What follows belongs to an exercise in optimizing a design on an open flow for small area, a short achievable clock period and few clock cycles per item; a production flow would make more cautious choices. The RTL was checked by simulation tests, not by an equivalence proof against the original design. Power and IR drop assume default switching activity.

// record_batch_validator
module record_batch_validator
(
  input  logic               clk,
  input  logic               rst,
  input  logic               in_valid,
  output logic               in_ready,
  input  logic [7:0]         data_byte,
  input  logic               end_of_span,
  input  logic               cfg_write,
  input  logic               cfg_data,
  output logic               out_valid,
  input  logic               out_ready,
  output logic               kind,
  output logic [7:0]         payload_byte,
  output logic [2:0]         status,
  output logic signed [63:0] batch_base,
  output logic [15:0]        attributes,
  output logic signed [63:0] writer_id,
  output logic signed [15:0] writer_epoch,
  output logic signed [31:0] first_seq,
  output logic signed [31:0] rec_count,
  output logic [31:0]        batch_size,
  output logic signed [63:0] final_offset,
  output logic               is_last
);
Size in the first run: about 470 flip-flops, ~350 I/O pins, ~0.020 sq mm of cells after synthesis.
export LEC_CHECK = 0
export ABC_CLOCK_PERIOD_IN_PS = 2800
export CAP_MARGIN = 20
export CORE_MARGIN = 2
export CORE_UTILIZATION = 50
export CTS_CLUSTER_DIAMETER = 80
export CTS_CLUSTER_SIZE = 22
export PLACE_DENSITY = 0.7
export SETUP_SLACK_MARGIN = 4.0
export SLEW_MARGIN = 20
create_clock -name core_clock -period 7.0 [get_ports {clk}]
standard.sh (not shown) runs the stock make flow with config.mk's settings and CLKGATE_MAP_FILE= SYNTH_SCRIPT=/design/flow/synth_recipe.tcl, a recipe that flattens the netlist after the stock synthesis.
==> flow/flow/run.sh <==
#!/bin/bash
# Standard layout, except that the port buffers are the small sky130 buffer
# instead of the delay buffer buffer_ports picks by default.
set -uo pipefail
bash standard.sh synth > synth.log 2>&1 || exit 1
export BUFFER_PORTS_ARGS="-buffer_cell sky130_fd_sc_hd__buf_1"
bash standard.sh > layout.log 2>&1
Testbench counts at the start, summed over its fixed seeds: cycles 30,292, bytes 30,182.
Rerun with:
Settings changed: CORE_UTILIZATION 50 to 60, CTS_CLUSTER_DIAMETER 80 to unset, CTS_CLUSTER_SIZE 22 to unset, PLACE_DENSITY 0.7 to 0.75.
Result: Power rises by 15%; global-route usage rises by 2.1 points; hold slack loses 0.0049 ns; area after synthesis does not change; clock-buffer cell count rises by 28; critical path depth rises by 10; flip-flop and latch count is unchanged; fmax falls by 5.1%; worst setup slack loses 0.18 ns; non-clock buffer count falls by 29.

* * *

record_batch_validator, a different RTL version from the one above (not shown whole).
Size in the first run: about 480 flip-flops, about 350 I/O pins, about 0.020 mm2 of cells after synthesis.
==> flow/design.v (excerpt) <==
module record_batch_validator
(
  input  logic               clk,
  input  logic               rst,
  input  logic               in_valid,
  output logic               in_ready,
  input  logic [7:0]         data_byte,
  input  logic               end_of_span,
  input  logic               cfg_write,
  input  logic               cfg_data,
  output logic               out_valid,
  input  logic               out_ready,
  output logic               kind,
  output logic [7:0]         payload_byte,
  output logic [2:0]         status,
  output logic signed [63:0] batch_base,
  output logic [15:0]        attributes,
  output logic signed [63:0] writer_id,
  output logic signed [15:0] writer_epoch,
  output logic signed [31:0] first_seq,
  output logic signed [31:0] rec_count,
  output logic [31:0]        batch_size,
  output logic signed [63:0] final_offset,
  output logic               is_last
);
  logic       rv;          
  logic [7:0] rb;
  logic       re;
  logic       sv;          
  logic [7:0] sb;
  logic       se;
  logic       consume;     
  assign in_ready = !sv;
  always_ff @(posedge clk) begin
    if (rst) begin
      rv <= 1'b0;
      sv <= 1'b0;
    end else if (rv && !consume) begin
      if (in_valid && !sv) sv <= 1'b1;
    end else if (sv) begin
      rv <= 1'b1;
      sv <= 1'b0;
    end else begin
      rv <= in_valid;
    end
  end
  always_ff @(posedge clk) begin
    if (!sv) begin
      sb <= data_byte;
      se <= end_of_span;
    end
    if (!rv || consume) begin
      rb <= sv ? sb : data_byte;
      re <= sv ? se : end_of_span;
    end
  end
  logic [31:0] cnt;        
  logic        pay;        
  logic        vdone;      
  logic        peek_mode;
  logic [63:0] bb_n;
  logic [31:0] tot_n;      
  logic        tcarry;
  logic        neg;        
  logic [31:0] hcrc_n;
  logic [15:0] attr_n;
  logic [63:0] wid_n;
  logic [15:0] ep_n;
  logic [31:0] seq_n;
  logic [31:0] rc_n;
  logic [31:0] crc;
  logic [63:0] fo_n;
  logic        ov;
  logic        okind;
  logic [2:0]  ost;
  logic        h_bb, h_attr, h_wid, h_ep, h_seq, h_rc, h_fol, h_foh, h_tot;
  ...
Settings: LEC_CHECK=0, ABC_CLOCK_PERIOD_IN_PS=2800, CAP_MARGIN=20, CORE_MARGIN=2, CORE_UTILIZATION=60, CTS_BUF_LIST=sky130_fd_sc_hd__clkbuf_8, CTS_CLUSTER_DIAMETER=50, CTS_CLUSTER_SIZE=16, PLACE_DENSITY=0.75, SETUP_SLACK_MARGIN=4.1, SLEW_MARGIN=20; clock period 7.0 ns.
Scripts as last shown in full above: flow/flow/run.sh
Testbench counts at the start, summed over its fixed seeds: cycles 30,292, bytes 30,182.
Change:
- CTS_BUF_LIST: sky130_fd_sc_hd__clkbuf_8 -> unset
- CTS_CLUSTER_DIAMETER: 50 -> 60
- CTS_CLUSTER_SIZE: 16 -> 24
What happened:
- clock skew came out lower by 0.0053 ns
- area after synthesis is unchanged
- design area stays flat
- worst hold slack barely changes
- worst setup slack is better by 0.036 ns
- wire length goes down by 1.1%
- non-clock buffer count drops by 3
- sequential power is about the same
- power is higher by 5.4%
Change:
- SETUP_SLACK_MARGIN: 4.1 -> 4.15
Register-to-register slack got worse by 0.02 ns.
Core utilization grows by 2.2 points.
Worst setup slack got worse by 0.060 ns.
Critical path depth grows by 1.
Change:
- CORE_UTILIZATION: 60 -> 65
- PLACE_DENSITY: 0.75 -> 0.8
- SETUP_SLACK_MARGIN: 4.15 -> 4.1
Result:
- design area is lower by 3.1%
- total power shrinks by 3.7%
- wire length shrinks by 1.5%
- combinational power falls by about 1%
- core utilization came out higher by 2.8 points

## what the ideal ports hide
The results above use ideal ports. As a check the final layouts listed here were re-extracted and re-timed, cells and wires unchanged.
Step 1, drivers: a clkbuf_16 drives clk and a buf_2 each remaining input, both assumed.
Step 2 also shifts input and output timing later by t, the mid clock arrival at the registers, as if the neighbouring blocks saw the same clock.
Three values: ideal, step 1, step 2; two values: the first two.
run	shift t [ns]	setup slack, ns	slew at the worst register clock pin (ns)	worst slew at a driven data input, ns
the first run of note 1	0.637	3.716 / 3.660 / 3.179	0.10 / 0.10	0.09
the second run of note 1	0.607	3.539 / 3.539 / 3.154	0.08 / 0.08	0.07
the first run of note 2	0.621	4.095 / 4.046 / 3.589	0.11 / 0.11	0.04
the second run of note 2	0.585	4.132 / 4.074 / 3.647	0.09 / 0.09	0.04
the third run of note 2	0.583	4.071 / 4.018 / 3.619	0.09 / 0.09	0.04
the fourth run of note 2	0.631	4.084 / 4.032 / 3.563	0.09 / 0.09	0.04
After both steps every run listed still meets setup and hold. The setup slack of the first run of note 1, which loses most, moves by -0.056 ns with the drivers and by -0.537 ns with both steps.
